Background: an optimization exercise with open tools, aiming at small area, a short achievable clock period and few clock cycles per item. Do not read the settings as production practice.
At most, simulation tests tie the RTL to the original design; equivalence was not proved.
Power is estimated from default activity; no workload was simulated. No driver is modelled on the clock port, so clocking that relies on it looks cheaper here than on a real chip.

## rev 12
Design bus_uart_bridge_fifo_core, start of the top module:
module bus_uart_bridge_fifo_core #(
    parameter int RING_DEPTH = 256
) (
    input  wire logic        clk,
    input  wire logic        rst_n,
    input  wire logic        s_tvalid,
    output logic             s_tready,
    input  wire logic [7:0]  s_tdata,    
    input  wire logic [2:0]  s_tuser,    
    output logic             m_tvalid,
    input  wire logic        m_tready,
    output logic [bubf_pkg::OUT_W-1:0] m_tdata
);
For scale: ~4600 flip-flops, about 57 I/O pins.
clock: 4.8 ns
lec_check: 0
cap_margin: 20
core_margin: 2
core_utilization: 60
place_density: 0.7
setup_slack_margin: 2.25
slew_margin: 20
standard.sh (not shown) runs the stock make flow with config.mk's settings and CLKGATE_MAP_FILE= SYNTH_SCRIPT=/design/flow/synth_recipe.tcl, a recipe that flattens the netlist after the stock synthesis.
==> flow/flow/run.sh <==
#!/bin/bash
# Standard layout, with clock tree synthesis told to build larger sink
# clusters and to add no dummy loads, and the port buffers made buf_4.
set -euo pipefail
export CTS_ARGS="-sink_clustering_enable -repair_clock_nets -dont_use_dummy_load -sink_clustering_size 30 -sink_clustering_max_diameter 60"
export BUFFER_PORTS_ARGS="-buffer_cell sky130_fd_sc_hd__buf_4"
bash standard.sh finish > standard_flow.log 2>&1
Testbench counts of rev 12, summed over its fixed seeds: cycles 48,016, items 48,000.
The following lists how rev 13 was set up differently from rev 12:
- CORE_UTILIZATION now 52, was 60
- SETUP_SLACK_MARGIN now 2.4, was 2.25
- PLACE_DENSITY now 0.62, was 0.7
### Flow results
Rev 13 was carried through to the last stage, and its layout satisfied the timing, DRC and antenna checks.
Looking at number of instances resized during post-cts repair, rev 13 sits 48 above rev 12.
On rev 13: first-pass GRT wire length is about 2.2% higher than what rev 12 gave.
Diff rev 12 -> rev 13: cell area went up; share of power burned in the clock network went up.

========
Setup of raven:
bus_uart_bridge_fifo_core, a different RTL version from the one above (not shown whole).
For scale: roughly 57 I/O pins, roughly 110000 µm² of cells after synthesis.
==> flow/config.mk <==
export PLATFORM = sky130hd
export DESIGN_NAME = bus_uart_bridge_fifo_core
export DESIGN_NICKNAME = bus_uart_bridge_fifo_core
export VERILOG_FILES = /design/flow/design.v
export SDC_FILE = /design/flow/constraint.sdc
export NUM_CORES = 4
export LEC_CHECK = 0
export ABC_CLOCK_PERIOD_IN_PS = 2200
export CAP_MARGIN = 20
export CORE_MARGIN = 2
export CORE_UTILIZATION = 60
export PLACE_DENSITY = 0.7
export SETUP_SLACK_MARGIN = 2.4
export SLEW_MARGIN = 20
==> flow/constraint.sdc <==
create_clock -name core_clock -period 4.8 [get_ports {clk}]
set_input_delay 0.9600 -clock core_clock [delete_from_list [all_inputs] [get_ports {clk}]]
set_output_delay 0.9600 -clock core_clock [all_outputs]
set_load 0.01 [all_outputs]
==> flow/flow/run.sh <==
#!/bin/bash
# Standard layout, with clock tree synthesis told to build larger sink
# clusters and to add no dummy loads, and the port buffers made buf_4.
set -euo pipefail
export CTS_ARGS="-sink_clustering_enable -repair_clock_nets -dont_use_dummy_load -sink_clustering_size 34 -sink_clustering_max_diameter 60"
export BUFFER_PORTS_ARGS="-buffer_cell sky130_fd_sc_hd__buf_4"
bash standard.sh finish > standard_flow.log 2>&1
No stage failed in raven, and the final checks on the layout all came back clean.
Testbench counts of raven, summed over its fixed seeds: cycles 48,016, items 48,000.
Inputs modified between raven and violet:
Settings: a change of SETUP_SLACK_MARGIN from 2.4 to 2.5.
--- a/flow/flow/run.sh
+++ b/flow/flow/run.sh
@@ -4,3 +4,3 @@
 set -euo pipefail
-export CTS_ARGS="-sink_clustering_enable -repair_clock_nets -dont_use_dummy_load -sink_clustering_size 34 -sink_clustering_max_diameter 60"
+export CTS_ARGS="-sink_clustering_enable -repair_clock_nets -dont_use_dummy_load -sink_clustering_size 30 -sink_clustering_max_diameter 60"
 export BUFFER_PORTS_ARGS="-buffer_cell sky130_fd_sc_hd__buf_4"
### Flow results
Part of the cycle the worst path needs essentially unchanged between raven and violet. Going from raven to violet, switching power share of the total has remained practically unchanged; worst slew margin relative to its limit lost 6.1 points; total routing resource utilization after global routing roughly the same; total power rose by about 0.7%; layout cell share with drive strength beyond 1 went up. violet | stages: all done | timing, DRC, antenna: all pass. Every stage of the flow completed for raven, and the final layout passed the timing, DRC and antenna checks. Taking raven as the reference, in violet minimum period implied by the final worst setup slack moved down, sum of routed wire length over all layers flat, fraction of power consumed by combinational cells flat. Across both runs, sequential share of layout area was lower for violet than for raven.
diff inputs: violet => quartz
Settings: swapping 2.5 for 2.4 in SETUP_SLACK_MARGIN.
[summary]
Compared quartz against violet; final instance count without filler cells within noise. Between quartz and violet, the count of nets after finishing figures differ only marginally. In terms of design area, quartz and violet differ only marginally. Changes observed in quartz relative to violet: power saw little to no change, met2 track demand over resource saw a decrease.

========
## wip/lagoon
Another version of the RTL of bus_uart_bridge_fifo_core (not shown whole).
Size: ~7000 cells after synthesis, roughly 4900 flip-flops, about 57 I/O pins.
clock: 4.8 ns
lec_check: 0
abc_clock_period_in_ps: 2200
cap_margin: 20
core_margin: 2
core_utilization: 66
place_density: 0.74
setup_slack_margin: 2.4
slew_margin: 20
==> flow/flow/run.sh <==
#!/bin/bash
# Standard layout, with clock tree synthesis told to build larger sink
# clusters and to add no dummy loads.
set -euo pipefail
export CTS_ARGS="-sink_clustering_enable -repair_clock_nets -dont_use_dummy_load -sink_clustering_size 30 -sink_clustering_max_diameter 60"
bash standard.sh finish > standard_flow.log 2>&1
Inputs modified between wip/lagoon and wip/xenon:
- changing PLACE_DENSITY from 0.74 to 0.7
- changing CORE_UTILIZATION from 66 to 60
Notes after the runs:
Summary of wip/xenon over wip/lagoon: total power now smaller; area of placed instances now larger. Instance count on the critical path ends up higher on wip/xenon.
No run of this note included a check of the RTL's function; only the layout flow was run.

========
bus_uart_bridge_fifo_core, a different RTL version from the one above (not shown whole).
Size: about 6900 cells after synthesis, ~4900 flip-flops, about 57 I/O pins, ~120000 um2 of cells after synthesis.
==> flow/config.mk <==
export PLATFORM = sky130hd
export DESIGN_NAME = bus_uart_bridge_fifo_core
export DESIGN_NICKNAME = bus_uart_bridge_fifo_core
export VERILOG_FILES = /design/flow/design.v
export SDC_FILE = /design/flow/constraint.sdc
export NUM_CORES = 4
export LEC_CHECK = 0
export CAP_MARGIN = 20
export CORE_MARGIN = 2
export CORE_UTILIZATION = 60
export PLACE_DENSITY = 0.7
export SETUP_SLACK_MARGIN = 2.3
export SLEW_MARGIN = 20
==> flow/constraint.sdc <==
create_clock -name core_clock -period 4.8 [get_ports {clk}]
set_input_delay 0.9600 -clock core_clock [delete_from_list [all_inputs] [get_ports {clk}]]
set_output_delay 0.9600 -clock core_clock [all_outputs]
set_load 0.01 [all_outputs]
Scripts as last shown in full above: flow/flow/run.sh
The baseline went through all stages and came out clean.
Testbench counts at the start, summed over its fixed seeds: cycles 48,016, items 48,000.
==> next run, changes <==
==> flow/flow/run.sh (replaced) <==
#!/bin/bash
# Standard layout, with clock tree synthesis told to build larger sink
# clusters and to add no dummy loads, and the port buffers made buf_4.
set -euo pipefail
export CTS_ARGS="-sink_clustering_enable -repair_clock_nets -dont_use_dummy_load -sink_clustering_size 30 -sink_clustering_max_diameter 60"
export BUFFER_PORTS_ARGS="-buffer_cell sky130_fd_sc_hd__buf_4"
bash standard.sh finish > standard_flow.log 2>&1
CORE_UTILIZATION = 52   (was 60)
PLACE_DENSITY = 0.62   (was 0.7)
SETUP_SLACK_MARGIN = 2.4   (was 2.3)
- The changed run went through all stages and came out clean
- cell count rises by 3.8%
- synthesized cell count is unchanged
- worst hold slack loses 0.038 ns
- wire length climbs by 0.56%
- worst setup slack gains 0.14 ns
==> next run, changes <==
CORE_UTILIZATION = 60   (was 52)
GPL_ROUTABILITY_DRIVEN = 0   (was unset)
PLACE_DENSITY = 0.7   (was 0.62)
=>
- synthesized cell count stays the same
- total power decreases by 0.81%
- hold slack improves by 0.14 ns
- design area went down by 0.66%
==> next run, changes <==
ABC_CLOCK_PERIOD_IN_PS = 2200   (was unset)
GPL_ROUTABILITY_DRIVEN = unset   (was 0)
What happened:
- setup slack stays flat
- wire length grows by about 5.4%
- final cell count barely changes
- register-to-register slack gains 0.04 ns
- synthesized area is unchanged
- non-clock buffer count shrinks by 2
- maximum frequency hardly moves
- core utilization grows by 0.11 points
- total power grows by 0.66%
- clock-buffer cell count grows by 7

[what the ideal ports hide]
How much do the figures lean on ideal ports? The routed layouts below were timed once more, with nothing changed but the port constraints. Step 1 sets driving cells, clkbuf_16 on the clock port and buf_2 on the other inputs (assumed; they add their load-dependent delay and slew). Step 2, shift: input delay + t, output delay - t, t = (earliest + latest rising clock arrival at the registers) / 2. This alone moves slack from input paths to output paths. a / b / c = no drivers / after step 1 / after step 2; a / b = the first two.
run	t (ns)	setup WS [ns]	worst slew at a driven data input, ns
rev 12	0.907	2.153 / 2.153 / 1.506	0.17
rev 13	0.885	2.361 / 2.276 / 1.721	0.15
raven	0.912	2.350 / 2.264 / 1.802	0.05
violet	0.881	2.355 / 2.271 / 1.889	0.10
quartz	0.899	2.380 / 2.293 / 1.788	0.08
wip/lagoon	0.918	2.155 / 2.155 / 1.456	0.06
wip/xenon	0.924	2.298 / 2.224 / 1.621	0.06
the first run of note 4	0.916	2.212 / 2.152 / 1.303	0.10
the second run of note 4	0.920	2.348 / 2.257 / 1.786	0.10
the third run of note 4	0.904	2.333 / 2.267 / 1.773	0.08
the fourth run of note 4	0.914	2.332 / 2.244 / 1.678	0.08
After both steps setup and hold are still met in every run listed. For the first run of note 4, which loses most, drivers alone change the setup slack by -0.060 ns; drivers and shift together by -0.909 ns.
